Background: an optimization exercise with open tools, aiming at small area, a short achievable clock period and few clock cycles. Do not read the settings as production practice. Only simulation tests tie the RTL to the original design; equivalence was not proved. Power figures rest on the tool's default switching activity, not on a simulated workload.

quartz:
## multiCycleCpu
module multiCycleCpu (
  input  logic                              clk,
  input  logic                              reset,
  input  logic [32-1:0]        instr,
  input  logic [32-1:0]        dataReadData,
  output logic [32-1:0]        instrAddr,
  output logic [9-1:0]   dataAddr,
  output logic [32-1:0]        dataWriteData,
  output logic                              dataWrite
);
Settings: LEC_CHECK=0, CAP_MARGIN=20, CORE_MARGIN=2, CORE_UTILIZATION=55, CTS_CLUSTER_DIAMETER=60, CTS_CLUSTER_SIZE=24, SETUP_SLACK_MARGIN=4.8, SLEW_MARGIN=20, SYNTH_HIERARCHICAL=1, SYNTH_MINIMUM_KEEP_SIZE=0; clock period 8.0 ns.
run.sh (not shown) runs the stock make flow with config.mk's settings and CLKGATE_MAP_FILE= SYNTH_SCRIPT=/design/flow/synth_recipe.tcl, a recipe that flattens the netlist after the stock synthesis.
Testbench counts of quartz, summed over its fixed seeds: cycles 12,958.
> inputs changed (quartz -> tundra)
- ABC_AREA: unset -> 1
- SETUP_SLACK_MARGIN: 4.8 -> 4.6
### Flow results
quartz vs tundra, capture point of the worst path: dAlt[30] vs eA[16]
Sort tundra and quartz by final antenna diode count desc -> top: tundra
Est. power | tundra vs quartz | tundra higher
Worst-skew pair later-pin latency: tundra > quartz
quartz was smaller in final cell area than tundra.
Number of placement rows for tundra: 6.6% up relative to quartz
Route | tundra vs quartz | wire longer in tundra
tundra: least setup slack across all paths after layout is 40 ps lower than what quartz reported.
[tundra] global-route usage rose 0.49 points relative to quartz
Changes in yarrow relative to tundra:
- removing ABC_AREA (formerly 1)
- changing CORE_UTILIZATION from 55 to 65
[summary]
- yarrow went all the way through synthesis, placement and routing and the layout is clean on timing, DRC and antenna.
- tundra finished every step from synthesis to the final layout, and the layout passed the timing, design-rule and antenna checks.
- Comparing yarrow against tundra, there is no change at all in deepest level of the CTS H-tree.
- As far as smallest hold slack is concerned, tundra and yarrow perform about the same.
- [diff] setup slack of the critical path after layout, yarrow relative to tundra: regression
- Relative to tundra, clock-buffer cell count decreased by 23 in yarrow.
- Power dissipated by switching net loads ends up lower on yarrow.
- Compared with tundra, yarrow shows a combinational power that is about 10% lower.
- Kind of critical path = flip-flop to flip-flop: tundra; kind of critical path = input pin to flip-flop: yarrow
- NOTE die area tundra->yarrow decreased by more than a quarter
- Relative to tundra, the setup fix buffers added after clock tree synthesis measured on yarrow has increased by more than a quarter.
- In yarrow, overall power is lower than in tundra.
- yarrow vs tundra, start point of the critical path: instr[2] vs ir[16]
- Quantity of gates resized following cts grows by more than a quarter when moving from tundra to yarrow.
- Taking yarrow as 1.0, tundra lands at 1.3 on total number of vias.
Inputs modified between yarrow and amber:
- CTS_CLUSTER_DIAMETER no longer set, was 60
- CTS_CLUSTER_SIZE no longer set, was 24
- CORE_UTILIZATION now 40, was 65
Findings:
Wire: amber routes more than yarrow
Note that the per-cell via count in the routed design recorded for amber amounts to 0.873 times the value seen in yarrow.
amber has more setup slack than yarrow.
Summary — worst hold slack, amber relative to yarrow: lower, by 14 ps.
Sort amber and yarrow by worst slew margin relative to its limit, ascending, and yarrow comes first.
amber: cell-internal power about 9% above yarrow
Going from yarrow to amber, final design area excluding fillers now sits higher, routed via count now sits lower, total power now sits higher, clock network power now sits higher.
The following lists how cedar was set up differently from amber:
- CTS_CLUSTER_DIAMETER newly set to 60
- CTS_CLUSTER_SIZE newly set to 24
- CORE_UTILIZATION changed from 40 to 50
[summary]
Area of placed instances, amber and cedar, lower one = cedar. Comparing amber and cedar, post-route worst setup slack is lower on amber. In the metrics for amber and cedar, the one carrying the higher die boundary width is amber. Diff amber and cedar: number of instances resized during post-cts repair higher in cedar.
Input-level comparison between indigo and cedar:
- a change of SETUP_SLACK_MARGIN from 4.6 to 5.0
- a change of CORE_UTILIZATION from 50 to 55
Findings:
indigo has completed all stages; timing, DRC and antenna checks passed.
Between cedar and indigo, the flow reports leakage power increasing by a few percent.
[compare] base=cedar new=indigo: final design area excluding fillers increased 3.2%, final critical-path setup slack increased 30 ps, die extent in y decreased 4.6%, number of nets at the end of the flow increased 2.5%.
Comparing cedar and indigo, the lower data-path buffer share of cell area in the final layout was measured on cedar.
Fraction of standard cell area in multi-input logic delta (cedar -> indigo): insignificant
indigo has worst endpoint required time above what cedar had.

-- static timing again, ports no longer ideal --
In the flow no input, the clock included, has a driving cell. The finished layouts below were timed again as built, in two steps. Step 1: set_driving_cell puts a clkbuf_16 on clk and a buf_2 on each other input, an assumption about the parent block. Step 2 moves the port delays by t, midway between the first and last clock arrival at a register: inputs arrive t later, outputs are due t later. That takes back most of the time a late clock gives input paths. Slacks: no drivers / after step 1 / after step 2; pairs: no drivers / after step 1.
run | shift t [ns] | slack for setup (ns) | worst setup path at the end | worst data-port slew with drivers (ns)
quartz | 0.805 | 4.594 / 4.635 / 3.829 | input to register | 0.05
tundra | 0.834 | 4.554 / 4.534 / 3.921 | input to register | 0.10
yarrow | 0.782 | 4.498 / 4.535 / 3.752 | input to register | 0.05
amber | 0.842 | 4.555 / 4.559 / 3.765 | input to register | 0.07
cedar | 0.839 | 4.569 / 4.553 / 3.798 | input to register | 0.06
indigo | 0.816 | 4.599 / 4.649 / 3.833 | input to register | 0.05
After both steps every run listed still meets setup and hold. The setup slack of amber, which loses most, moves by +0.004 ns with the drivers and by -0.790 ns with both steps.
